From an optimization exercise on the open Yosys and OpenROAD flow, aimed at small area and a short achievable clock period; shortcuts taken in it are not production practice.
The RTL was checked by simulation tests, not by an equivalence proof against the original design.
Power and IR drop assume default switching activity.

==> flow/design.v <==
package nmcu_pkg;
  localparam int DATA_WIDTH = 8;
  localparam int ACC_WIDTH  = 32;
  typedef enum logic [1:0] {
    IDLE  = 2'd0,
    ACCUM = 2'd1,
    FLUSH = 2'd2,
    DRAIN = 2'd3
  } pe_mac_state_e;
endpackage
module pe_mac_lane
#(
  parameter int DATA_WIDTH = nmcu_pkg::DATA_WIDTH,
  parameter int ACC_WIDTH  = nmcu_pkg::ACC_WIDTH
) (
  input  logic                  clk,
  input  logic                  load_en,   
  input  logic                  acc_en,    
  input  logic                  acc_clr,   
  input  logic [DATA_WIDTH-1:0] a,
  input  logic [DATA_WIDTH-1:0] b,
  output logic [ACC_WIDTH-1:0]  acc,
  output logic [DATA_WIDTH-1:0] result,
  output logic                  sat
);
  logic pp0_0;
  logic pp0_1;
  logic pp0_2;
  logic pp0_3;
  logic pp0_4;
  logic pp0_5;
  logic pp0_6;
  logic pp0_7;
  logic pp1_0;
  logic pp1_1;
  logic pp1_2;
  logic pp1_3;
  logic pp1_4;
  logic pp1_5;
  logic pp1_6;
  logic pp1_7;
  logic pp2_0;
  logic pp2_1;
  logic pp2_2;
  logic pp2_3;
  logic pp2_4;
  logic pp2_5;
  logic pp2_6;
  logic pp2_7;
  logic pp3_0;
  logic pp3_1;
  logic pp3_2;
  logic pp3_3;
  logic pp3_4;
  logic pp3_5;
  logic pp3_6;
  logic pp3_7;
  logic pp4_0;
  logic pp4_1;
  logic pp4_2;
  logic pp4_3;
  logic pp4_4;
  logic pp4_5;
  logic pp4_6;
  logic pp4_7;
  logic pp5_0;
  logic pp5_1;
  logic pp5_2;
  logic pp5_3;
  logic pp5_4;
  logic pp5_5;
  logic pp5_6;
  logic pp5_7;
  logic pp6_0;
  logic pp6_1;
  logic pp6_2;
  logic pp6_3;
  logic pp6_4;
  logic pp6_5;
  logic pp6_6;
  logic pp6_7;
  logic pp7_0;
  logic pp7_1;
  logic pp7_2;
  logic pp7_3;
  logic pp7_4;
  logic pp7_5;
  logic pp7_6;
  logic pp7_7;
  logic hs1;
  logic hc2;
  logic fs3;
  logic fc4;
  logic hs5;
  logic hc6;
  logic fs7;
  logic fc8;
  logic fs9;
  logic fc10;
  logic fs11;
  logic fc12;
  logic hs13;
  logic hc14;
  logic fs15;
  logic fc16;
  logic hs17;
  logic hc18;
  logic fs19;
  logic fc20;
  logic fs21;
  logic fc22;
  logic fs23;
  logic fc24;
  logic fs25;
  logic fc26;
  logic fs27;
  logic fc28;
  logic fs29;
  logic fc30;
  logic fs31;
  logic fc32;
  logic fs33;
  logic fc34;
  logic fs35;
  logic fc36;
  logic fs37;
  logic fc38;
  logic fs39;
  logic fc40;
  logic hs41;
  logic hc42;
  logic fs43;
  logic fc44;
  logic fs45;
  logic fc46;
  logic fs47;
  logic fc48;
  logic fs49;
  logic fc50;
  logic fs51;
  logic fc52;
  logic fs53;
  logic fc54;
  logic fs55;
  logic fc56;
  logic fs57;
  logic fc58;
  logic fs59;
  logic fc60;
  logic hs61;
  logic hc62;
  logic fs63;
  logic fc64;
  logic fs65;
  logic fc66;
  logic fs67;
  logic fc68;
  logic fs69;
  logic fc70;
  logic fs71;
  logic fc72;
  logic fs73;
  logic fc74;
  logic fs75;
  logic fc76;
  logic fs77;
  logic fc78;
  logic fs79;
  logic fc80;
  logic fs81;
  logic fc82;
  logic fs83;
  logic fc84;
  assign pp0_0 = a[0] & b[0];
  assign pp0_1 = a[0] & b[1];
  assign pp0_2 = a[0] & b[2];
  assign pp0_3 = a[0] & b[3];
  assign pp0_4 = a[0] & b[4];
  assign pp0_5 = a[0] & b[5];
  assign pp0_6 = a[0] & b[6];
  assign pp0_7 = ~(a[0] & b[7]);
  assign pp1_0 = a[1] & b[0];
  assign pp1_1 = a[1] & b[1];
  assign pp1_2 = a[1] & b[2];
  assign pp1_3 = a[1] & b[3];
  assign pp1_4 = a[1] & b[4];
  assign pp1_5 = a[1] & b[5];
  assign pp1_6 = a[1] & b[6];
  assign pp1_7 = ~(a[1] & b[7]);
  assign pp2_0 = a[2] & b[0];
  assign pp2_1 = a[2] & b[1];
  assign pp2_2 = a[2] & b[2];
  assign pp2_3 = a[2] & b[3];
  assign pp2_4 = a[2] & b[4];
  assign pp2_5 = a[2] & b[5];
  assign pp2_6 = a[2] & b[6];
  assign pp2_7 = ~(a[2] & b[7]);
  assign pp3_0 = a[3] & b[0];
  assign pp3_1 = a[3] & b[1];
  assign pp3_2 = a[3] & b[2];
  assign pp3_3 = a[3] & b[3];
  assign pp3_4 = a[3] & b[4];
  assign pp3_5 = a[3] & b[5];
  assign pp3_6 = a[3] & b[6];
  assign pp3_7 = ~(a[3] & b[7]);
  assign pp4_0 = a[4] & b[0];
  assign pp4_1 = a[4] & b[1];
  assign pp4_2 = a[4] & b[2];
  assign pp4_3 = a[4] & b[3];
  assign pp4_4 = a[4] & b[4];
  assign pp4_5 = a[4] & b[5];
  assign pp4_6 = a[4] & b[6];
  assign pp4_7 = ~(a[4] & b[7]);
  assign pp5_0 = a[5] & b[0];
  assign pp5_1 = a[5] & b[1];
  assign pp5_2 = a[5] & b[2];
  assign pp5_3 = a[5] & b[3];
  assign pp5_4 = a[5] & b[4];
  assign pp5_5 = a[5] & b[5];
  assign pp5_6 = a[5] & b[6];
  assign pp5_7 = ~(a[5] & b[7]);
  assign pp6_0 = a[6] & b[0];
  assign pp6_1 = a[6] & b[1];
  assign pp6_2 = a[6] & b[2];
  assign pp6_3 = a[6] & b[3];
  assign pp6_4 = a[6] & b[4];
  assign pp6_5 = a[6] & b[5];
  assign pp6_6 = a[6] & b[6];
  assign pp6_7 = ~(a[6] & b[7]);
  assign pp7_0 = ~(a[7] & b[0]);
  assign pp7_1 = ~(a[7] & b[1]);
  assign pp7_2 = ~(a[7] & b[2]);
  assign pp7_3 = ~(a[7] & b[3]);
  assign pp7_4 = ~(a[7] & b[4]);
  assign pp7_5 = ~(a[7] & b[5]);
  assign pp7_6 = ~(a[7] & b[6]);
  assign pp7_7 = a[7] & b[7];
  assign hs1 = pp0_6 ^ pp1_5;
  assign hc2 = pp0_6 & pp1_5;
  assign fs3 = pp0_7 ^ pp1_6 ^ pp2_5;
  assign fc4 = (pp0_7 & pp1_6) | (pp0_7 & pp2_5) | (pp1_6 & pp2_5);
  assign hs5 = pp3_4 ^ pp4_3;
  assign hc6 = pp3_4 & pp4_3;
  assign fs7 = 1'b1 ^ pp1_7 ^ pp2_6;
  assign fc8 = (1'b1 & pp1_7) | (1'b1 & pp2_6) | (pp1_7 & pp2_6);
  assign fs9 = pp3_5 ^ pp4_4 ^ pp5_3;
  assign fc10 = (pp3_5 & pp4_4) | (pp3_5 & pp5_3) | (pp4_4 & pp5_3);
  assign fs11 = pp2_7 ^ pp3_6 ^ pp4_5;
  assign fc12 = (pp2_7 & pp3_6) | (pp2_7 & pp4_5) | (pp3_6 & pp4_5);
  assign hs13 = pp0_4 ^ pp1_3;
  assign hc14 = pp0_4 & pp1_3;
  assign fs15 = pp0_5 ^ pp1_4 ^ pp2_3;
  assign fc16 = (pp0_5 & pp1_4) | (pp0_5 & pp2_3) | (pp1_4 & pp2_3);
  assign hs17 = pp3_2 ^ pp4_1;
  assign hc18 = pp3_2 & pp4_1;
  assign fs19 = pp2_4 ^ pp3_3 ^ pp4_2;
  assign fc20 = (pp2_4 & pp3_3) | (pp2_4 & pp4_2) | (pp3_3 & pp4_2);
  assign fs21 = pp5_1 ^ pp6_0 ^ hs1;
  assign fc22 = (pp5_1 & pp6_0) | (pp5_1 & hs1) | (pp6_0 & hs1);
  assign fs23 = pp5_2 ^ pp6_1 ^ pp7_0;
  assign fc24 = (pp5_2 & pp6_1) | (pp5_2 & pp7_0) | (pp6_1 & pp7_0);
  assign fs25 = hc2 ^ hs5 ^ fs3;
  assign fc26 = (hc2 & hs5) | (hc2 & fs3) | (hs5 & fs3);
  assign fs27 = pp6_2 ^ pp7_1 ^ hc6;
  assign fc28 = (pp6_2 & pp7_1) | (pp6_2 & hc6) | (pp7_1 & hc6);
  assign fs29 = fc4 ^ fs7 ^ fs9;
  assign fc30 = (fc4 & fs7) | (fc4 & fs9) | (fs7 & fs9);
  assign fs31 = pp5_4 ^ pp6_3 ^ pp7_2;
  assign fc32 = (pp5_4 & pp6_3) | (pp5_4 & pp7_2) | (pp6_3 & pp7_2);
  assign fs33 = fc8 ^ fc10 ^ fs11;
  assign fc34 = (fc8 & fc10) | (fc8 & fs11) | (fc10 & fs11);
  assign fs35 = pp3_7 ^ pp4_6 ^ pp5_5;
  assign fc36 = (pp3_7 & pp4_6) | (pp3_7 & pp5_5) | (pp4_6 & pp5_5);
  assign fs37 = pp6_4 ^ pp7_3 ^ fc12;
  assign fc38 = (pp6_4 & pp7_3) | (pp6_4 & fc12) | (pp7_3 & fc12);
  assign fs39 = pp4_7 ^ pp5_6 ^ pp6_5;
  assign fc40 = (pp4_7 & pp5_6) | (pp4_7 & pp6_5) | (pp5_6 & pp6_5);
  assign hs41 = pp0_3 ^ pp1_2;
  assign hc42 = pp0_3 & pp1_2;
  assign fs43 = pp2_2 ^ pp3_1 ^ pp4_0;
  assign fc44 = (pp2_2 & pp3_1) | (pp2_2 & pp4_0) | (pp3_1 & pp4_0);
  assign fs45 = pp5_0 ^ hc14 ^ hs17;
  assign fc46 = (pp5_0 & hc14) | (pp5_0 & hs17) | (hc14 & hs17);
  assign fs47 = hc18 ^ fc16 ^ fs19;
  assign fc48 = (hc18 & fc16) | (hc18 & fs19) | (fc16 & fs19);
  assign fs49 = fc20 ^ fs23 ^ fc22;
  assign fc50 = (fc20 & fs23) | (fc20 & fc22) | (fs23 & fc22);
  assign fs51 = fc24 ^ fs27 ^ fc26;
  assign fc52 = (fc24 & fs27) | (fc24 & fc26) | (fs27 & fc26);
  assign fs53 = fs31 ^ fc28 ^ fc30;
  assign fc54 = (fs31 & fc28) | (fs31 & fc30) | (fc28 & fc30);
  assign fs55 = fc32 ^ fs35 ^ fs37;
  assign fc56 = (fc32 & fs35) | (fc32 & fs37) | (fs35 & fs37);
  assign fs57 = pp7_4 ^ fc36 ^ fs39;
  assign fc58 = (pp7_4 & fc36) | (pp7_4 & fs39) | (fc36 & fs39);
  assign fs59 = pp5_7 ^ pp6_6 ^ pp7_5;
  assign fc60 = (pp5_7 & pp6_6) | (pp5_7 & pp7_5) | (pp6_6 & pp7_5);
  assign hs61 = pp0_2 ^ pp1_1;
  assign hc62 = pp0_2 & pp1_1;
  assign fs63 = pp2_1 ^ pp3_0 ^ hs41;
  assign fc64 = (pp2_1 & pp3_0) | (pp2_1 & hs41) | (pp3_0 & hs41);
  assign fs65 = hc42 ^ hs13 ^ fs43;
  assign fc66 = (hc42 & hs13) | (hc42 & fs43) | (hs13 & fs43);
  assign fs67 = fc44 ^ fs15 ^ fs45;
  assign fc68 = (fc44 & fs15) | (fc44 & fs45) | (fs15 & fs45);
  assign fs69 = fc46 ^ fs21 ^ fs47;
  assign fc70 = (fc46 & fs21) | (fc46 & fs47) | (fs21 & fs47);
  assign fs71 = fc48 ^ fs25 ^ fs49;
  assign fc72 = (fc48 & fs25) | (fc48 & fs49) | (fs25 & fs49);
  assign fs73 = fs29 ^ fc50 ^ fs51;
  assign fc74 = (fs29 & fc50) | (fs29 & fs51) | (fc50 & fs51);
  assign fs75 = fs33 ^ fc52 ^ fs53;
  assign fc76 = (fs33 & fc52) | (fs33 & fs53) | (fc52 & fs53);
  assign fs77 = fc34 ^ fc54 ^ fs55;
  assign fc78 = (fc34 & fc54) | (fc34 & fs55) | (fc54 & fs55);
  assign fs79 = fc38 ^ fs57 ^ fc56;
  assign fc80 = (fc38 & fs57) | (fc38 & fc56) | (fs57 & fc56);
  assign fs81 = fc40 ^ fs59 ^ fc58;
  assign fc82 = (fc40 & fs59) | (fc40 & fc58) | (fs59 & fc58);
  assign fs83 = pp6_7 ^ pp7_6 ^ fc60;
  assign fc84 = (pp6_7 & pp7_6) | (pp6_7 & fc60) | (pp7_6 & fc60);
  logic [15:0] row0_d, row0_q;
  assign row0_d = {1'b1, pp7_7, fs83, fs81, fs79, fs77, fs75, fs73, fs71, fs69, fs67, fs65, fs63, pp2_0, pp0_1, pp0_0};
  logic [15:0] row1_d, row1_q;
  assign row1_d = {1'b0, fc84, fc82, fc80, fc78, fc76, fc74, fc72, fc70, fc68, fc66, fc64, hc62, hs61, pp1_0, 1'b0};
  always_ff @(posedge clk) begin
    row0_q <= load_en ? row0_d : 16'd0;
    row1_q <= load_en ? row1_d : 16'd0;
  end
  logic [31:0] acc_q;
  logic [15:0] lo_base;
  logic [15:0] fsum;
  logic [16:0] fcar;
  logic [17:0] lo_sum;
  logic        inc, dec;
  logic [15:0] hi_base, hi_next;
  assign lo_base = acc_clr ? 16'd0 : acc_q[15:0];
  assign fsum = lo_base ^ row0_q[15:0] ^ row1_q[15:0];
  assign fcar = {(lo_base & row0_q[15:0]) | (lo_base & row1_q[15:0]) | (row0_q[15:0] & row1_q[15:0]), 1'b0};
  assign lo_sum = {2'b0, fsum} + {1'b0, fcar};
  assign inc = lo_sum[17];
  assign dec = acc_en & !lo_sum[17] & !lo_sum[16];
  logic [15:0] all1, all0;
  assign hi_base = acc_clr ? 16'd0 : acc_q[31:16];
  always_comb begin
    all1[0] = 1'b1;
    all0[0] = 1'b1;
    for (int i = 1; i < 16; i++) begin
      all1[i] = all1[i-1] & hi_base[i-1];
      all0[i] = all0[i-1] & !hi_base[i-1];
    end
  end
  assign hi_next = hi_base ^ (({16{inc}} & all1) | ({16{dec}} & all0));
  always_ff @(posedge clk) acc_q <= {hi_next, lo_sum[15:0]};
  logic in_range;
  assign in_range = (acc_q[ACC_WIDTH-1:DATA_WIDTH-1] == '0) ||
                    (acc_q[ACC_WIDTH-1:DATA_WIDTH-1] == '1);
  assign acc    = acc_q;
  assign sat    = !in_range;
  assign result = in_range ? acc_q[DATA_WIDTH-1:0]
                           : {acc_q[ACC_WIDTH-1], {(DATA_WIDTH-1){!acc_q[ACC_WIDTH-1]}}};
endmodule
module pe_mac_array
#(
  parameter int DATA_WIDTH = nmcu_pkg::DATA_WIDTH,
  parameter int ACC_WIDTH  = nmcu_pkg::ACC_WIDTH,
  parameter int NUM_LANES  = 8
) (
  input  logic                            clk,
  input  logic                            rst_n,
  input  logic                            in_valid_i,
  output logic                            in_ready_o,
  input  logic [NUM_LANES*DATA_WIDTH-1:0] a_i,
  input  logic [NUM_LANES*DATA_WIDTH-1:0] b_i,
  input  logic                            first_i,
  input  logic                            last_i,
  output logic                            out_valid_o,
  input  logic                            out_ready_i,
  output logic [NUM_LANES*DATA_WIDTH-1:0] result_o,
  output logic [NUM_LANES*ACC_WIDTH-1:0]  acc_o,
  output logic [NUM_LANES-1:0]            sat_o,
  output logic                            busy_o,
  output nmcu_pkg::pe_mac_state_e        state_o
);
  nmcu_pkg::pe_mac_state_e state_q;
  logic          accept;
  logic          s2_valid_q;
  logic          s2_first_q;
  assign in_ready_o  = rst_n && ((state_q == nmcu_pkg::IDLE) || (state_q == nmcu_pkg::ACCUM));
  assign accept      = in_valid_i && in_ready_o;
  assign out_valid_o = (state_q == nmcu_pkg::DRAIN);
  assign busy_o      = (state_q != nmcu_pkg::IDLE);
  assign state_o     = state_q;
  always_ff @(posedge clk or negedge rst_n) begin
    if (!rst_n) begin
      state_q    <= nmcu_pkg::IDLE;
      s2_valid_q <= 1'b0;
      s2_first_q <= 1'b0;
    end else begin
      s2_valid_q <= accept;
      s2_first_q <= accept && (first_i || (state_q == nmcu_pkg::IDLE));
      case (state_q)
        nmcu_pkg::IDLE, nmcu_pkg::ACCUM: if (accept) state_q <= last_i ? nmcu_pkg::FLUSH : nmcu_pkg::ACCUM;
        nmcu_pkg::FLUSH:       state_q <= nmcu_pkg::DRAIN;
        nmcu_pkg::DRAIN:       if (out_ready_i) state_q <= nmcu_pkg::IDLE;
        default:     state_q <= nmcu_pkg::IDLE;
      endcase
    end
  end
  for (genvar n = 0; n < NUM_LANES; n++) begin : g_lane
    pe_mac_lane #(
      .DATA_WIDTH(DATA_WIDTH),
      .ACC_WIDTH (ACC_WIDTH)
    ) u_lane (
      .clk    (clk),
      .load_en(accept),
      .acc_en (s2_valid_q),
      .acc_clr(s2_first_q),
      .a      (a_i[n*DATA_WIDTH +: DATA_WIDTH]),
      .b      (b_i[n*DATA_WIDTH +: DATA_WIDTH]),
      .acc    (acc_o[n*ACC_WIDTH +: ACC_WIDTH]),
      .result (result_o[n*DATA_WIDTH +: DATA_WIDTH]),
      .sat    (sat_o[n])
    );
  end
endmodule
==> flow/run.sh <==
#!/bin/bash
# synth_recipe.tcl (not shown) runs the flow's synth.tcl, then flattens the netlist and writes it again
# the make line also repeats each setting of config.mk as NAME=value (left out here)
make -C /OpenROAD-flow-scripts/flow DESIGN_CONFIG=/design/flow/config.mk WORK_HOME=/design/flow/orfs CLKGATE_MAP_FILE= SYNTH_SCRIPT=/design/flow/synth_recipe.tcl finish
==> flow/config.mk <==
export PLATFORM = sky130hd
export DESIGN_NAME = pe_mac_array
export DESIGN_NICKNAME = pe_mac_array
export VERILOG_FILES = /design/flow/design.v
export SDC_FILE = /design/flow/constraint.sdc
export NUM_CORES = 4
export LEC_CHECK = 0
export CAP_MARGIN = 20
export CORE_MARGIN = 2
export CORE_UTILIZATION = 40
export SLEW_MARGIN = 20
==> flow/constraint.sdc <==
create_clock -name core_clock -period 6.0 [get_ports {clk}]
set_input_delay 1.2000 -clock core_clock [delete_from_list [all_inputs] [get_ports {clk}]]
set_output_delay 1.2000 -clock core_clock [all_outputs]
set_load 0.01 [all_outputs]
==> results of run 1 <==
## per-layer routing
layer / share of wire (%) / up-vias / global-route usage [%]
met4: 2.3 / 0 / 5.43
met3: 5.7 / 126 / 4.05
met1: 42 / 15500 / 26.9
met5: 0 / - / 0
li1: - / 15500 / -
met2: 50 / 685 / 38.1
## placed cells by master (no fill, tap or decap), types with 15 or more instances in the layout
cell             instances
a211oi_1                15
a21o_1                  98
a21oi_1                161
a31oi_1                 24
and2_1                 282
and3_1                 242
buf_4                   22
clkbuf_16               60
clkdlybuf4s50_1        465
clkinv_2                15
dfxtp_1                489
fa_1                   400
ha_1                   192
inv_1                  751
mux2i_1                 30
nand2_1                465
nand2b_1                20
nand3_1                 92
nand4_1                 56
nor2_1                 240
nor2b_1                 58
nor3_1                  70
nor4_1                  34
o211ai_1                39
o21a_1                  27
o21ai_0                124
o21ai_1                 17
or3_1                   22
xnor2_1                111
xor2_1                  33
## cell type report
| type | count | area (um^2) |
|---|---|---|
| sequential | 493 | 9890 |
| clock buffer | 77 | 1680 |
| multi-input combinational | 3097 | 25100 |
| inverter | 753 | 2830 |
| clock inverter | 35 | 473 |
| timing repair buffer | 490 | 4880 |
| tap | 1265 | 1580 |
| fill | 9282 | 48700 |
## flip-flops by register name, summed over array words and instances, names as in the netlist
name / count
g_lane.u_lane.row0_q: 121
s2_valid_q: 1
g_lane.u_lane.row1_q: 112
g_lane.u_lane.acc_q: 256
s2_first_q: 1
state_q: 2
## where the power goes
part           internal (mW)  switching, mW
combinational           4.52           4.88
sequential              4.30           1.48
clock                   2.40           1.53
total                   11.2           7.89
## Yosys cell counts, types with 8 or more instances
master | instances | area (um^2)
nor3_1 | 70 | 350
buf_4 | 9 | 67.6
buf_1 | 10 | 37.5
nand3_1 | 92 | 460
o21ai_0 | 124 | 621
and3_1 | 242 | 1510
fa_1 | 400 | 8010
or2_2 | 8 | 50.1
mux2_2 | 11 | 124
ha_1 | 192 | 2400
and2_1 | 282 | 1760
nand2_1 | 466 | 1750
nor4_1 | 34 | 213
o2111ai_1 | 12 | 105
xor2_1 | 33 | 289
o21a_1 | 27 | 203
clkbuf_1 | 134 | 503
o21ai_1 | 17 | 85.1
dfxtp_1 | 489 | 9790
a32oi_1 | 8 | 70.1
a21oi_1 | 161 | 806
o211ai_1 | 39 | 293
a31oi_1 | 24 | 150
o31a_1 | 8 | 70.1
nand4_1 | 56 | 350
a31o_2 | 9 | 78.8
a21o_1 | 98 | 736
or4_1 | 10 | 75.1
nand3b_1 | 11 | 82.6
nor2b_1 | 59 | 369
inv_1 | 753 | 2830
o311ai_0 | 12 | 105
or3_1 | 22 | 138
a211oi_1 | 15 | 113
and4_1 | 9 | 78.8
nor2_1 | 240 | 901
nand2b_1 | 20 | 125
xnor2_1 | 111 | 972
o21bai_1 | 11 | 82.6
mux2i_1 | 30 | 300
## worst register-to-register path, stage by stage, from the launching register on
cell,delay [ps]
dfrtp_4,650
inv_6,440
buf_12,270
nand2_1,100
fa_1,480
inv_1,50
ha_1,340
a21o_1,130
a21o_1,100
a21oi_1,70
o311ai_0,440
xnor2_1,200
nand3b_1,660
or2_2,590
a311oi_1,280
a21oi_1,60
## per-stage QoR
step | instances | instance area, um^2
after global routing | 6210 | 46400
final | 6210 | 46400
after CTS | 6210 | 46400
after floorplan | 4502 | 38400
after detailed placement | 6098 | 44300
after global placement | 6098 | 44300
## cell families after synthesis
kind of cell,after synthesis,share of synthesized area (%)
AND/OR/NAND/NOR,1652,22.1
buffers and inverters,912,9.05
AO/OA/AOI/OAI,666,11.6
adder cells (fa/ha/maj),592,27.1
flip-flops,493,25.7
XOR/XNOR,144,3.28
multiplexers,43,1.17
## worst paths after layout
path                                             from                          to  slack, ps  depth (start not counted)
max in group asynchronous                       rst_n                  s2_first_q       4780                          1
min reg2reg                g_lane[5].u_lane.row0_q[0]   g_lane[5].u_lane.acc_q[0]        450                          1
max reg2reg                                s2_first_q  g_lane[1].u_lane.acc_q[21]        980                         15
min                        g_lane[5].u_lane.row0_q[0]   g_lane[5].u_lane.acc_q[0]        450                          1
max                        g_lane[1].u_lane.acc_q[17]                 result_o[9]        620                         10
min in group asynchronous                       rst_n                  s2_first_q        880                          1
==> impl_metrics.py, run 1 <==
metrics = {
    "status": {
        "status": "complete, no violations",
    },
    "sta": {
        "relSlewSlack_pct": 38.6,
        "setup_tns_ps": 0,
        "period_minus_slack_ps": 5380,
        "fin_crit_sh_pct": 89.6,
        "hold_violations": 0,
        "fmaxAchievable_mhz": 186,
        "slew_viol_final": 0,
        "postLayoutSetupSlackWorst_ps": 624,
        "hold_ws_ps": 450,
        "setup_viol": 0,
        "worst_pin_slew_ps": 918,
        "rsz0062_at_grt": "false",
        "finClkSkew_ps": 26.3,
    },
    "synth": {
        "synth-edff-count": 0,
        "async_flop_share_pct": 0.811,
        "synth_seq_cells": 493,
        "syn-num-nets": 5228,
        "syn_inst": 4502,
        "avgSynthCellArea_um2": 8.54,
        "yosysSeqAreaShare_pct": 25.7,
        "synth_flop_cell": "dfxtp_1",
        "synth_warnings": 2,
        "synth_area_mm2": 0.0384,
        "ys_types": 100,
    },
    "job": {
        "drv_cap": 0,
    },
    "worst_setup_path": {
        "cp.buffers_inverters": 1,
        "end_kind": "output pin",
        "crit_chain": "or4_4, nor3_2, and3_1, nand2_1, or3_1, nor3_1, nand4_1, nand2_2, mux2i_1, clkdlybuf4s50_1",
        "critPathLaunchType": "flop",
        "worstPathRequired_ps": 4800,
        "crit_family": "simple AND/OR/NAND/NOR gates",
        "slowest_delay_ps": 570,
        "critical_path_class": "reg -> out",
        "crit_slowest_cell": "or4_4",
        "crit_fanout": 12,
        "arrival_ps": 4180,
    },
    "finish": {
        "drive_gt1_share_pct": 3.84,
        "area_growth_syn_to_layout_pct": 20.8,
        "diodes": 0,
        "fin_util_pct": 48.8,
        "nets": 5620,
    },
    "global_route": {
        "grt_max_degree": 96,
        "antenna_found_initial": 0,
        "first_global_vias": 31800,
        "grt_use_total_pct": 21.5,
        "grt_pass1_wl_mm": 172,
        "gr-total-overflow": 0,
    },
    "power_and_ir_drop": {
        "peakVddDrop_uv": 259,
        "total_leakage_power_nw": 21.4,
        "finalPower_mw": 19.1,
        "p_per_area_mw_per_mm2": 412,
    },
    "clock_tree": {
        "cts_setup_buffers": 0,
        "clk_pin_slew_ps": 70,
        "cts_resized": 0,
        "ctsHoldBuffers": 0,
        "cts_tree": "done",
        "worst_skew_pair.late_latency_ps": 630,
        "root_buffer": "clkbuf_16",
        "clock_sinks": 493,
        "cts.path.max_buffers": 3,
        "cts_buffers": 59,
        "cts_htree_levels": 2,
    },
    "place": {
        "portBuffers": 466,
        "place_congestion": 0.856,
        "dp_hpwl_mm": 83.7,
        "post-place-ws_ps": 942,
    },
    "route": {
        "drt_iter0_markers": 1839,
        "drt-pass1-iter-count": 5,
        "post_drt_wl_per_cell_um": 17.3,
        "drcViolationCount": 0,
        "ant_nets": 0,
        "finalWirelength_mm": 107,
        "via_per_inst": 5.11,
        "vias": 31800,
    },
    "floorplan": {
        "coreArea_mm2": 0.0952,
        "dieHeight_um": 314,
        "top_level_ports": 467,
        "die_w_um": 314,
        "fp-row-count": 113,
        "die_area_mm2": 0.0986,
        "initial_core_util_pct": 40.4,
    },
    "worst_hold_path": {
        "hold_class": "reg -> reg",
    },
}
==> inputs of run 2 (changes only) <==
--- a/flow/config.mk
+++ b/flow/config.mk
@@ -8,4 +8,5 @@
 export CAP_MARGIN = 20
 export CORE_MARGIN = 2
 export CORE_UTILIZATION = 40
+export SETUP_SLACK_MARGIN = 2.0
 export SLEW_MARGIN = 20
==> run 2 against run 1 <==
Area after synthesis is the same; global-route usage grew 1.9 points; worst setup slack gained 830 ps; synthesized cell count is the same; die area is the same; critical path depth grew 1; register-to-register slack gained 810 ps; critical endpoint is now result_o[24].
==> impl_metrics.py, run 2 <==
metrics = {
    "status": {
        "status": "complete, no violations",
    },
    "floorplan": {
        "coreArea_mm2": 0.0952,
        "initial_core_util_pct": 40.4,
        "die_w_um": 314,
        "dieHeight_um": 314,
        "top_level_ports": 467,
        "die_area_mm2": 0.0986,
        "fp-row-count": 113,
    },
    "synth": {
        "synth_flop_cell": "dfxtp_1",
        "synth_most_common_cell": "inv_1",
        "synth_area_mm2": 0.0384,
        "synth_warnings": 2,
        "async_flop_share_pct": 0.811,
        "syn_inst": 4502,
        "yosysSeqAreaShare_pct": 25.7,
        "synth_commonest_cells": "inv_1 (753), dfxtp_1 (489), nand2_1 (466)",
        "yosys.area.top_type": "dfxtp_1",
        "netlist_top_cells_area": "dfxtp_1 (25%), fa_1 (21%), inv_1 (7.4%), ha_1 (6.2%), and2_1 (4.6%)",
        "ys_types": 100,
        "avgSynthCellArea_um2": 8.54,
        "synth_top_area_share_pct": 25.5,
        "synth-edff-count": 0,
        "syn-num-nets": 5228,
        "synth_seq_cells": 493,
    },
    "power_and_ir_drop": {
        "total_leakage_power_nw": 23.9,
        "peakVddDrop_uv": 294,
        "p_per_area_mw_per_mm2": 405,
        "p_switching_mw": 8.93,
        "clock_power_share_pct": 18.7,
        "seqPwrFrac_pct": 27.6,
        "p_comb_share_pct": 53.6,
        "switching_share_pct": 41.8,
        "p_int_mw": 12.4,
    },
    "sta": {
        "hold_ws_ps": 459,
        "relSlewSlack_pct": 42.3,
        "finClkSkew_ps": 22.4,
        "period_minus_slack_ps": 4540,
        "slew_viol_final": 0,
        "rsz0062_at_grt": "true",
        "fin_crit_sh_pct": 75.7,
        "hold_violations": 0,
        "setup_viol": 0,
        "worst_pin_slew_ps": 856,
        "setup_tns_ps": 0,
        "fmaxAchievable_mhz": 220,
    },
    "finish": {
        "diodes": 0,
        "reg_top3": "g_lane.u_lane.acc_q x256, g_lane.u_lane.row0_q x121, g_lane.u_lane.row1_q x112",
        "fin_cells": 6566,
        "nets": 5977,
        "max_flop_register": "g_lane.u_lane.acc_q",
        "largest_reg_flops": 256,
        "stdcell_area_mm2": 0.0527,
        "fill_cells": 8642,
        "mostFrequentLayoutCells": "inv_1 (727), dfxtp_1 (452), nand2_1 (407)",
        "drive_gt1_share_pct": 19.6,
        "area_growth_syn_to_layout_pct": 37.2,
        "final_common_cell": "inv_1",
    },
    "route": {
        "drcViolationCount": 0,
        "finalWirelength_mm": 119,
        "post_drt_wl_per_cell_um": 18.2,
        "ant_nets": 0,
        "drt_iter0_markers": 2129,
        "via_per_inst": 5.18,
        "vias": 34000,
        "drt-pass1-iter-count": 8,
    },
    "place": {
        "portBuffers": 466,
        "dp_cells": 6099,
        "place_congestion": 0.875,
        "dp_hpwl_mm": 83.1,
        "placed_cell_area_mm2": 0.0445,
    },
    "worst_setup_path": {
        "critPathLaunchType": "flop",
        "worstPathRequired_ps": 4800,
        "end_kind": "output pin",
        "r2r_end": "g_lane[3].u_lane.acc_q[26]",
        "critical_path_class": "reg -> out",
        "r2r_start": "s2_first_q",
        "arrival_ps": 3340,
        "crit_fanout": 7,
        "rrSetupSlack_ps": 1790,
        "reg2regPathDepth": 18,
    },
    "global_route": {
        "grt_pass1_wl_mm": 184,
        "top_usage_layer": "met2",
        "met3_usage_pct": 3.27,
        "met2_usage_pct": 40.3,
        "grt_use_total_pct": 23.4,
        "first_global_vias": 33200,
        "use_met1_pct": 29.8,
        "antenna_found_initial": 0,
        "grt_max_degree": 90,
        "gr-total-overflow": 0,
    },
    "worst_hold_path": {
        "hold_path.startpoint": "g_lane[4].u_lane.row0_q[0]",
        "hold_class": "reg -> reg",
        "whs_path_depth": 1,
        "hold_end": "g_lane[4].u_lane.acc_q[0]",
    },
    "clock_tree": {
        "cts_buffers": 59,
        "ctsHoldBuffers": 0,
        "worst_skew_pair.late_latency_ps": 650,
        "clock_sinks": 493,
        "cts_tree": "done",
        "cts.path.max_buffers": 3,
        "clk_pin_slew_ps": 60,
        "cts_htree_levels": 2,
        "root_buffer": "clkbuf_16",
    },
    "job": {
        "drv_cap": 0,
    },
}
## run 2: logic make-up (layout without fill, tap and decap cells)
logic type | Yosys count | after routing | share of synthesized area, %
simple gates | 1652 | 1654 | 22.1
buf+inv | 912 | 1703 | 9.05
compound gates | 666 | 669 | 11.6
fa+ha+maj | 592 | 592 | 27.1
flops | 493 | 493 | 25.7
xor+xnor | 144 | 144 | 3.28
mux | 43 | 46 | 1.17
## run 2: final cells by class
| cell class | instances | area (um^2) | area share (%) |
|---|---|---|---|
| Multi-Input combinational cell | 3105 | 28000 | 53.2 |
| Clock inverter | 35 | 513 | 0.973 |
| Tap cell | 1265 | 1580 | 3.00 |
| Clock buffer | 76 | 1650 | 3.13 |
| Timing Repair Buffer | 835 | 8060 | 15.3 |
| Timing Repair inverter | 4 | 52.6 | 0.0996 |
| Sequential cell | 493 | 9990 | 18.9 |
| Inverter | 753 | 2850 | 5.41 |
## run 2: metal layers
metal	vias to the layer above	share of wire [%]
li1	16200	-
met1	16700	42
met3	215	5.2
met5	-	0
met4	0	3.7
met2	894	49
## run 2: what timing repair did
item | in CTS | in global routing
gates resized for setup | 577 | 442
pin swaps | 157 | 264
setup endpoints to repair | 199 | 188
buffers inserted | 233 | 105
cloned | 17 | 1
## run 2: power groups by stage
stage	Sequential, mW	Clock (mW)	Combinational (mW)
floorplan	5.49	0	5.77
global route	6.05	4.22	12.7
finish	5.90	4.00	11.4
CTS	5.81	4.10	10.6
global placement	5.83	0	9.38
detailed placement	5.82	0	9.48
## run 2: worst max-delay path by stage
stage / from / endpoint / slack [ps]
final: g_lane[3].u_lane.acc_q[17] / result_o[24] / 1460
after global routing: g_lane[1].u_lane.acc_q[17] / result_o[9] / 1340
after CTS: g_lane[1].u_lane.acc_q[17] / result_o[9] / 1300
after detailed placement: s2_first_q / g_lane[1].u_lane.acc_q[21] / 1010
after global placement: g_lane[7].u_lane.acc_q[17] / result_o[56] / 1080
after floorplan: s2_first_q / g_lane[3].u_lane.acc_q[26] / 1700
## run 2: through the flow
step	utilization [%]	setup WS, ps	total power [mW]
2_1_floorplan	-	1700	11.3
3_3_place_gp	46.7	1080	15.2
3_5_place_dp	46.7	1010	15.3
4_1_cts	52.8	1300	20.5
5_1_grt	55.4	1340	22.9
6_report	55.4	1460	21.4
## run 2: worst max-delay path, stage by stage, from the launching register on
cell and delay, ps:
dfxtp_4 340, or4_4 540, or3_4 390, or3_4 410, nor2_4 140, nand2_4 80, o31ai_4 220, buf_4 160
nor2_4 60, buf_4 140, a21oi_2 90, buf_2 140
==> inputs of run 3 (changes only) <==
--- a/flow/design.v
+++ b/flow/design.v
@@ -337,7 +337,110 @@
   assign lo_base = acc_clr ? 16'd0 : acc_q[15:0];
   assign fsum = lo_base ^ row0_q[15:0] ^ row1_q[15:0];
   assign fcar = {(lo_base & row0_q[15:0]) | (lo_base & row1_q[15:0]) | (row0_q[15:0] & row1_q[15:0]), 1'b0};
-  assign lo_sum = {2'b0, fsum} + {1'b0, fcar};
+  logic [16:0] ax, ay, pg_p, pg_g;
+  assign ax = {1'b0, fsum};
+  assign ay = fcar;
+  assign pg_p = ax ^ ay;
+  assign pg_g = ax & ay;
+  logic cg1, cp1;
+  assign cg1 = pg_g[1] | (pg_p[1] & pg_g[0]);
+  assign cp1 = pg_p[1] & pg_p[0];
+  logic cg2, cp2;
+  assign cg2 = pg_g[3] | (pg_p[3] & pg_g[2]);
+  assign cp2 = pg_p[3] & pg_p[2];
+  logic cg3, cp3;
+  assign cg3 = pg_g[5] | (pg_p[5] & pg_g[4]);
+  assign cp3 = pg_p[5] & pg_p[4];
+  logic cg4, cp4;
+  assign cg4 = pg_g[7] | (pg_p[7] & pg_g[6]);
+  assign cp4 = pg_p[7] & pg_p[6];
+  logic cg5, cp5;
+  assign cg5 = pg_g[9] | (pg_p[9] & pg_g[8]);
+  assign cp5 = pg_p[9] & pg_p[8];
+  logic cg6, cp6;
+  assign cg6 = pg_g[11] | (pg_p[11] & pg_g[10]);
+  assign cp6 = pg_p[11] & pg_p[10];
+  logic cg7, cp7;
+  assign cg7 = pg_g[13] | (pg_p[13] & pg_g[12]);
+  assign cp7 = pg_p[13] & pg_p[12];
+  logic cg8, cp8;
+  assign cg8 = pg_g[15] | (pg_p[15] & pg_g[14]);
+  assign cp8 = pg_p[15] & pg_p[14];
+  logic cg9, cp9;
+  assign cg9 = cg2 | (cp2 & cg1);
+  assign cp9 = cp2 & cp1;
+  logic cg10, cp10;
+  assign cg10 = cg4 | (cp4 & cg3);
+  assign cp10 = cp4 & cp3;
+  logic cg11, cp11;
+  assign cg11 = cg6 | (cp6 & cg5);
+  assign cp11 = cp6 & cp5;
+  logic cg12, cp12;
+  assign cg12 = cg8 | (cp8 & cg7);
+  assign cp12 = cp8 & cp7;
+  logic cg13, cp13;
+  assign cg13 = cg10 | (cp10 & cg9);
+  assign cp13 = cp10 & cp9;
+  logic cg14, cp14;
+  assign cg14 = cg12 | (cp12 & cg11);
+  assign cp14 = cp12 & cp11;
+  logic cg15, cp15;
+  assign cg15 = cg14 | (cp14 & cg13);
+  assign cp15 = cp14 & cp13;
+  logic cg16, cp16;
+  assign cg16 = cg11 | (cp11 & cg13);
+  assign cp16 = cp11 & cp13;
+  logic cg17, cp17;
+  assign cg17 = cg3 | (cp3 & cg9);
+  assign cp17 = cp3 & cp9;
+  logic cg18, cp18;
+  assign cg18 = cg5 | (cp5 & cg13);
+  assign cp18 = cp5 & cp13;
+  logic cg19, cp19;
+  assign cg19 = cg7 | (cp7 & cg16);
+  assign cp19 = cp7 & cp16;
+  logic cg20, cp20;
+  assign cg20 = pg_g[2] | (pg_p[2] & cg1);
+  assign cp20 = pg_p[2] & cp1;
+  logic cg21, cp21;
+  assign cg21 = pg_g[4] | (pg_p[4] & cg9);
+  assign cp21 = pg_p[4] & cp9;
+  logic cg22, cp22;
+  assign cg22 = pg_g[6] | (pg_p[6] & cg17);
+  assign cp22 = pg_p[6] & cp17;
+  logic cg23, cp23;
+  assign cg23 = pg_g[8] | (pg_p[8] & cg13);
+  assign cp23 = pg_p[8] & cp13;
+  logic cg24, cp24;
+  assign cg24 = pg_g[10] | (pg_p[10] & cg18);
+  assign cp24 = pg_p[10] & cp18;
+  logic cg25, cp25;
+  assign cg25 = pg_g[12] | (pg_p[12] & cg16);
+  assign cp25 = pg_p[12] & cp16;
+  logic cg26, cp26;
+  assign cg26 = pg_g[14] | (pg_p[14] & cg19);
+  assign cp26 = pg_p[14] & cp19;
+  logic cg27, cp27;
+  assign cg27 = pg_g[16] | (pg_p[16] & cg15);
+  assign cp27 = pg_p[16] & cp15;
+  assign lo_sum[0] = pg_p[0];
+  assign lo_sum[1] = pg_p[1] ^ pg_g[0];
+  assign lo_sum[2] = pg_p[2] ^ cg1;
+  assign lo_sum[3] = pg_p[3] ^ cg20;
+  assign lo_sum[4] = pg_p[4] ^ cg9;
+  assign lo_sum[5] = pg_p[5] ^ cg21;
+  assign lo_sum[6] = pg_p[6] ^ cg17;
+  assign lo_sum[7] = pg_p[7] ^ cg22;
+  assign lo_sum[8] = pg_p[8] ^ cg13;
+  assign lo_sum[9] = pg_p[9] ^ cg23;
+  assign lo_sum[10] = pg_p[10] ^ cg18;
+  assign lo_sum[11] = pg_p[11] ^ cg24;
+  assign lo_sum[12] = pg_p[12] ^ cg16;
+  assign lo_sum[13] = pg_p[13] ^ cg25;
+  assign lo_sum[14] = pg_p[14] ^ cg19;
+  assign lo_sum[15] = pg_p[15] ^ cg26;
+  assign lo_sum[16] = pg_p[16] ^ cg15;
+  assign lo_sum[17] = cg27;
   assign inc = lo_sum[17];
   assign dec = acc_en & !lo_sum[17] & !lo_sum[16];
   logic [15:0] all1, all0;
@@ -351,10 +454,23 @@
     end
   end
   assign hi_next = hi_base ^ (({16{inc}} & all1) | ({16{dec}} & all0));
-  always_ff @(posedge clk) acc_q <= {hi_next, lo_sum[15:0]};
+  logic hz_q, ho_q, hz_next, ho_next, z15, o15;
+  assign z15 = (hi_base[15:1] == '0);
+  assign o15 = (hi_base[15:1] == '1);
+  assign hz_next = inc ? (o15 & hi_base[0])
+                 : dec ? (z15 & hi_base[0])
+                 :       (z15 & !hi_base[0]);
+  assign ho_next = inc ? (o15 & !hi_base[0])
+                 : dec ? (z15 & !hi_base[0])
+                 :       (o15 & hi_base[0]);
+  always_ff @(posedge clk) begin
+    acc_q <= {hi_next, lo_sum[15:0]};
+    hz_q  <= hz_next;
+    ho_q  <= ho_next;
+  end
   logic in_range;
-  assign in_range = (acc_q[ACC_WIDTH-1:DATA_WIDTH-1] == '0) ||
-                    (acc_q[ACC_WIDTH-1:DATA_WIDTH-1] == '1);
+  assign in_range = (hz_q & (acc_q[15:DATA_WIDTH-1] == '0)) ||
+                    (ho_q & (acc_q[15:DATA_WIDTH-1] == '1));
   assign acc    = acc_q;
   assign sat    = !in_range;
   assign result = in_range ? acc_q[DATA_WIDTH-1:0]
--- a/flow/config.mk
+++ b/flow/config.mk
@@ -8,5 +8,5 @@
 export CAP_MARGIN = 20
 export CORE_MARGIN = 2
 export CORE_UTILIZATION = 40
-export SETUP_SLACK_MARGIN = 2.0
+export SETUP_SLACK_MARGIN = 2.5
 export SLEW_MARGIN = 20
==> run 3 against run 2 <==
First-iteration DRC count shrank 25%; routed wire length shrank 6.8%; sequential power grew 5.8%; register-to-register slack lost 60 ps; clock power shrank 3%; still clean on timing, DRC and antenna.
==> impl_metrics.py, run 3 <==
metrics = {
    "worst_hold_path": {
        "whs_path_depth": 1,
        "hold_class": "reg -> reg",
    },
    "route": {
        "drcViolationCount": 0,
        "drt-pass1-iter-count": 6,
        "vias": 31300,
        "finalWirelength_mm": 111,
        "post_drt_wl_per_cell_um": 17.6,
        "ant_nets": 0,
        "drt_iter0_markers": 1593,
        "via_per_inst": 4.96,
    },
    "sta": {
        "worst_pin_slew_ps": 1250,
        "setup_tns_ps": 0,
        "setup_viol": 0,
        "fin_crit_sh_pct": 71.2,
        "slew_viol_final": 0,
        "hold_violations": 0,
        "fmaxAchievable_mhz": 234,
        "period_minus_slack_ps": 4270,
        "finClkSkew_ps": 16.4,
        "rsz0062_at_grt": "true",
        "relSlewSlack_pct": 16.6,
    },
    "synth": {
        "synth_most_common_cell": "inv_1",
        "ys_types": 89,
        "avgSynthCellArea_um2": 8.93,
        "synth_seq_cells": 509,
        "netlist_top_cells_area": "dfxtp_1 (26%), fa_1 (23%), inv_1 (7.7%), and2_1 (7.5%), ha_1 (6.5%)",
        "yosys.area.top_type": "dfxtp_1",
        "synth_commonest_cells": "inv_1 (787), dfxtp_1 (505), and2_1 (463)",
        "synth_area_mm2": 0.0384,
        "synth_top_area_share_pct": 26.3,
        "yosysSeqAreaShare_pct": 26.6,
        "synth_flop_cell": "dfxtp_1",
        "syn_inst": 4303,
        "async_flop_share_pct": 0.786,
        "syn-num-nets": 5085,
        "synth-edff-count": 0,
        "synth_warnings": 2,
    },
    "finish": {
        "fin_util_pct": 54.8,
        "drive_gt1_share_pct": 18.7,
        "nets": 5777,
        "max_flop_register": "g_lane.u_lane.acc_q",
        "largest_reg_flops": 256,
        "mostFrequentLayoutCells": "inv_1 (758), and2_1 (459), dfxtp_1 (459)",
        "area_growth_syn_to_layout_pct": 35.7,
        "fin_cells": 6308,
        "reg_top3": "g_lane.u_lane.acc_q x256, g_lane.u_lane.row0_q x121, g_lane.u_lane.row1_q x112",
        "final_common_cell": "inv_1",
    },
    "global_route": {
        "antenna_found_initial": 0,
        "grt_pass1_wl_mm": 175,
        "gr-total-overflow": 0,
        "grt_use_total_pct": 22.1,
        "grt_max_degree": 182,
        "first_global_vias": 31700,
    },
    "worst_setup_path": {
        "worstPathRequired_ps": 6520,
        "slowest_delay_ps": 550,
        "crit_slowest_cell": "dfrtp_4",
        "crit_fanout": 7,
        "critPathLaunchType": "flop",
        "crit_chain": "buf_16, buf_12, clkinv_16, nand2_4, fa_1, inv_1, ha_2, a21o_1, a21o_1, a21o_1, a31oi_4, a21oi_4, ha_4, or3b_4, or3_1, o22ai_1, mux2_2",
        "end_kind": "flop",
        "cp.buffers_inverters": 4,
        "worst-path-stages": 17,
        "crit_family": "compound AO/OA/AOI/OAI gates",
        "reg2regPathDepth": 17,
        "arrival_ps": 4790,
        "cp_common_cell": "a21o_1",
        "critical_path_class": "reg -> reg",
    },
    "floorplan": {
        "coreArea_mm2": 0.0952,
        "top_level_ports": 467,
        "die_area_mm2": 0.0986,
        "die_w_um": 314,
        "dieHeight_um": 314,
        "fp-row-count": 113,
        "initial_core_util_pct": 40.4,
    },
    "power_and_ir_drop": {
        "finalPower_mw": 21.3,
        "p_int_mw": 12.5,
        "p_per_area_mw_per_mm2": 408,
        "p_comb_share_pct": 52.4,
        "peakVddDrop_uv": 263,
        "p_switching_mw": 8.79,
        "switching_share_pct": 41.3,
        "seqPwrFrac_pct": 29.3,
        "total_leakage_power_nw": 23.6,
        "clock_power_share_pct": 18.3,
    },
    "place": {
        "dp_cells": 5908,
        "portBuffers": 466,
        "place_congestion": 0.852,
        "dp_hpwl_mm": 78.7,
    },
    "job": {
        "drv_cap": 0,
    },
    "clock_tree": {
        "cts_buffers": 60,
        "cts.path.max_buffers": 3,
        "worst_skew_pair.late_latency_ps": 640,
        "clock_sinks": 509,
        "root_buffer": "clkbuf_16",
        "cts_htree_levels": 2,
        "clk_pin_slew_ps": 60,
        "cts_tree": "done",
        "ctsHoldBuffers": 0,
    },
    "status": {
        "status": "complete, no violations",
    },
}
==> run 3: path summary, 6_finish.rpt <==
kind,startpoint,to,slack [ps]
max,s2_first_q,g_lane[4].u_lane.acc_q[30],1730
max reg2reg,s2_first_q,g_lane[4].u_lane.acc_q[30],1730
max in group asynchronous,rst_n,s2_first_q,5290
min reg2reg,g_lane[4].u_lane.row0_q[0],g_lane[4].u_lane.acc_q[0],450
min,g_lane[4].u_lane.row0_q[0],g_lane[4].u_lane.acc_q[0],450
min in group asynchronous,rst_n,s2_valid_q,510
==> run 3: kinds of logic after synthesis <==
family                   Yosys count  share of synthesized area (%)
AND/OR/NAND/NOR                 1552                           21.6
buffers and inverters            928                           9.32
multiplexers                      19                          0.541
flip-flops                       509                           26.6
AO/OA/AOI/OAI                    542                           9.74
adder cells (fa/ha/maj)          648                           29.9
XOR/XNOR                         105                           2.39
==> run 3: layer usage <==
layer  wire [um]  global-route usage (%)  vias to the layer above
met5           0                       0                        -
met4        2450                    5.60                        0
met3        5140                    3.25                      132
met2       53000                    36.9                      697
met1       50700                    30.0                    15300
li1            -                       -                    15100
==> run 3: stage by stage <==
stage | setup slack [ps] | hold slack [ps] | instance area [um^2]
after detailed placement | 977 | 443 | 45100
final | 1730 | 451 | 52100
after CTS | 1730 | 448 | 50100
after floorplan | 1670 | 432 | 39600
after global routing | 1550 | 468 | 52100
after global placement | 1040 | 436 | 45100
==> run 3: cell type report <==
cell class,count,area (um^2)
flip-flops and latches,509,10300
fillers,8500,43000
diodes,1,2.50
repair inverters,5,136
repair buffers,765,7590
clock buffers,85,1720
well taps,1265,1580
clock inverters,24,370
inverters,788,2980
multi-input cells,2866,27400
==> run 3: power by group through the flow <==
| stage | clock, mW | combinational (mW) | sequential, mW |
|---|---|---|---|
| global placement | 0 | 9.41 | 6.10 |
| global route | 4.14 | 12.4 | 6.40 |
| CTS | 4.01 | 10.4 | 6.14 |
| detailed placement | 0 | 9.60 | 6.08 |
| finish | 3.89 | 11.2 | 6.24 |
| floorplan | 0 | 5.97 | 5.68 |
==> run 3: timing repair <==
item	4_1_cts	5_1_grt
gates resized for setup	402	440
cloned	13	0
pin swaps	124	136
endpoints found under the setup margin	269	253
buffers inserted	183	94
==> inputs of run 4 (changes only) <==
--- a/flow/config.mk
+++ b/flow/config.mk
@@ -7,6 +7,7 @@
 export LEC_CHECK = 0
 export CAP_MARGIN = 20
 export CORE_MARGIN = 2
-export CORE_UTILIZATION = 40
+export CORE_UTILIZATION = 60
+export PLACE_DENSITY = 0.7
 export SETUP_SLACK_MARGIN = 2.5
 export SLEW_MARGIN = 20
==> run 4 against run 3 <==
Critical endpoint is now g_lane[5].u_lane.acc_q[30]; sequential share of layout area grew 0.37 points; worst hold slack lost 9.2 ps; maximum frequency shrank 1.1%; synthesized cell count is the same; via count grew 2.9%; highest routed layer unchanged.
==> impl_metrics.py, run 4 <==
metrics = {
    "place": {
        "portBuffers": 466,
        "place_congestion": 0.906,
        "dp_hpwl_mm": 74.5,
    },
    "power_and_ir_drop": {
        "total_leakage_power_nw": 23.1,
        "p_per_area_mw_per_mm2": 415,
        "peakVddDrop_uv": 253,
    },
    "clock_tree": {
        "clk_pin_slew_ps": 70,
        "ctsHoldBuffers": 0,
        "worst_skew_pair.late_latency_ps": 630,
        "clock_sinks": 509,
        "cts_tree": "done",
        "cts_htree_levels": 2,
        "cts.path.max_buffers": 3,
        "cts_buffers": 56,
        "root_buffer": "clkbuf_16",
    },
    "global_route": {
        "grt_pass1_wl_mm": 171,
        "first_global_vias": 32100,
        "antenna_found_initial": 2,
        "grt_use_total_pct": 32.2,
        "grt_max_degree": 126,
        "gr-total-overflow": 0,
    },
    "finish": {
        "mostFrequentLayoutCells": "inv_1 (762), dfxtp_1 (474), and2_1 (459)",
        "seqCellArea_mm2": 0.0103,
        "fill_cells": 4085,
        "multi_input_area_mm2": 0.0273,
        "area_growth_syn_to_layout_pct": 32.6,
        "max_flop_register": "g_lane.u_lane.acc_q",
        "final_common_cell": "inv_1",
        "largest_reg_flops": 256,
        "reg_top3": "g_lane.u_lane.acc_q x256, g_lane.u_lane.row0_q x121, g_lane.u_lane.row1_q x112",
        "nets": 5733,
        "drive_gt1_share_pct": 16.9,
    },
    "synth": {
        "netlist_top_cells_area": "dfxtp_1 (26%), fa_1 (23%), inv_1 (7.7%), and2_1 (7.5%), ha_1 (6.5%)",
        "synth-edff-count": 0,
        "synth_area_mm2": 0.0384,
        "yosys.area.top_type": "dfxtp_1",
        "synth_most_common_cell": "inv_1",
        "synth_seq_cells": 509,
        "syn_inst": 4303,
        "avgSynthCellArea_um2": 8.93,
        "async_flop_share_pct": 0.786,
        "ys_types": 89,
        "syn-num-nets": 5085,
        "synth_commonest_cells": "inv_1 (787), dfxtp_1 (505), and2_1 (463)",
        "yosysSeqAreaShare_pct": 26.6,
        "synth_top_area_share_pct": 26.3,
        "synth_warnings": 2,
        "synth_flop_cell": "dfxtp_1",
    },
    "worst_setup_path": {
        "crit_chain": "clkinv_16, buf_12, nand2_1, fa_1, inv_1, ha_1, o21ai_4, o211ai_1, o211ai_1, o31a_1, a21oi_2, ha_4, nor3b_4, nand4_1, or4_4, a31oi_1, o21ai_1",
        "crit_slowest_cell": "dfrtp_4",
        "end_kind": "flop",
        "critical_path_class": "reg -> reg",
        "crit_fanout": 8,
        "critPathLaunch": "s2_first_q",
        "cp_common_cell": "o211ai_1",
        "r2r_start": "s2_first_q",
        "worstPathRequired_ps": 6500,
        "arrival_ps": 4820,
        "reg2regPathDepth": 17,
        "slowest_delay_ps": 570,
        "critPathLaunchType": "flop",
    },
    "sta": {
        "fmaxAchievable_mhz": 232,
        "setup_viol": 0,
        "worst_pin_slew_ps": 1170,
        "rsz0062_at_grt": "true",
        "hold_violations": 0,
        "setup_tns_ps": 0,
        "finClkSkew_ps": 30.1,
        "relSlewSlack_pct": 22.1,
        "hold_ws_ps": 442,
        "slew_viol_final": 0,
        "period_minus_slack_ps": 4320,
        "fin_crit_sh_pct": 72.0,
    },
    "floorplan": {
        "coreArea_mm2": 0.0632,
        "initial_core_util_pct": 60.8,
        "top_level_ports": 467,
        "die_w_um": 257,
        "die_area_mm2": 0.0661,
        "fp-row-count": 92,
        "dieHeight_um": 257,
    },
    "worst_hold_path": {
        "whs_path_depth": 1,
        "hold_class": "reg -> reg",
        "hold_path.startpoint": "g_lane[2].u_lane.row0_q[0]",
    },
    "job": {
        "drv_cap": 0,
    },
    "route": {
        "post_drt_wl_per_cell_um": 18.9,
        "via_per_inst": 5.51,
        "ant_nets": 0,
        "finalWirelength_mm": 110,
        "drcViolationCount": 0,
        "vias": 32200,
        "drt_iter0_markers": 2399,
        "drt-pass1-iter-count": 8,
    },
    "status": {
        "status": "complete, no violations",
    },
}
[run 4: cell counts after synthesis]
No cell type changed its count.
[run 4: path summary, 6_finish.rpt]
path	endpoint	slack, ps
max	g_lane[5].u_lane.acc_q[30]	1680
min in group asynchronous	s2_first_q	490
max reg2reg	g_lane[5].u_lane.acc_q[30]	1680
max in group asynchronous	s2_first_q	5340
min reg2reg	g_lane[2].u_lane.acc_q[0]	440
min	g_lane[2].u_lane.acc_q[0]	440
[run 4: where the power goes]
group / leakage [nW] / switching [mW] / internal (mW)
clock network: 0.977 / 1.50 / 2.22
registers: 4.21 / 1.66 / 4.49
logic: 17.9 / 5.76 / 5.49
total: 23.1 / 8.92 / 12.2
[run 4: what timing repair did]
item                                    4_1_cts  5_1_grt
pin swaps                                   133      131
resized for setup                           406      298
endpoints found under the setup margin      264      255
gates cloned                                 13        0
setup buffers                               182       57
[run 4: area by class of cell]
| cell class | count | area share (%) |
|---|---|---|
| antenna | 1 | 0.00491 |
| clock buffer | 76 | 3.16 |
| clock inverter | 30 | 0.744 |
| inverter | 788 | 5.86 |
| multi-input combinational | 2867 | 53.6 |
| sequential | 509 | 20.1 |
| tap | 846 | 2.08 |
| timing repair buffer | 725 | 14.3 |
| timing repair inverter | 4 | 0.140 |
[run 4: worst max-delay path: cells and delay by family (launching register included)]
family,cells,cell delay [ps]
fa+ha+maj,3,1040
compound gates,7,1280
flops,1,570
buf+inv,3,310
simple gates,4,990
[run 4: logic make-up after synthesis]
kind of cell	count (synthesis)	synth area share, %
AO/OA/AOI/OAI	542	9.74
XOR/XNOR	105	2.39
adder cells (fa/ha/maj)	648	29.9
buffers and inverters	928	9.32
flip-flops	509	26.6
multiplexers	19	0.541
AND/OR/NAND/NOR	1552	21.6
[run 4: stage by stage]
step | power, mW | cells | util, % | worst slack [ps] | area, um^2
6_report | 21.1 | 5846 | 80.6 | 1680 | 51000
2_1_floorplan | 11.7 | 4303 | - | 1670 | 39600
4_1_cts | 20.2 | 5788 | 78.4 | 1790 | 49600
3_3_place_gp | 15.3 | 5487 | 70.6 | 1080 | 44600
5_1_grt | 22.5 | 5846 | 80.6 | 1550 | 51000
3_5_place_dp | 15.6 | 5487 | 70.6 | 976 | 44600
[run 4: routing by layer]
layer  global-route usage, %  part of all wire, %  vias up
li1                        -                    -    15000
met1                    41.8                   41    15800
met2                    53.3                   48     1101
met3                    6.97                  7.2      251
met4                    10.9                  3.5        0
met5                       0                    0        -

## afterwards: timing with drivers on the ports
The results above use ideal ports. As a check the final layouts listed here were re-extracted and re-timed, cells and wires unchanged. Step 1: set_driving_cell puts a clkbuf_16 on clk and a buf_2 on each other input, an assumption about the parent block. Step 2 times the ports against the registers' clock, not the clock port: input delays grow and output delays shrink by t, the midpoint of the rising clock arrivals with the driver on. Three values: ideal, step 1, step 2; two values: the first two.
run	shift t [ns]	setup slack, ns	hold WS [ns]	worst setup path after step 2	slew at the worst register clock pin (ns)
run 1	0.689	0.624 / 0.555 / 0.982	0.450 / 0.450 / 0.450	register to register	0.07 / 0.07
run 2	0.710	1.458 / 1.389 / 1.592	0.459 / 0.459 / 0.459	input to register	0.07 / 0.07
run 3	0.695	1.729 / 1.729 / 1.729	0.451 / 0.451 / 0.451	register to register	0.07 / 0.07
run 4	0.687	1.681 / 1.681 / 1.681	0.442 / 0.442 / 0.442	register to register	0.07 / 0.07
After both steps setup and hold are still met in every run listed.
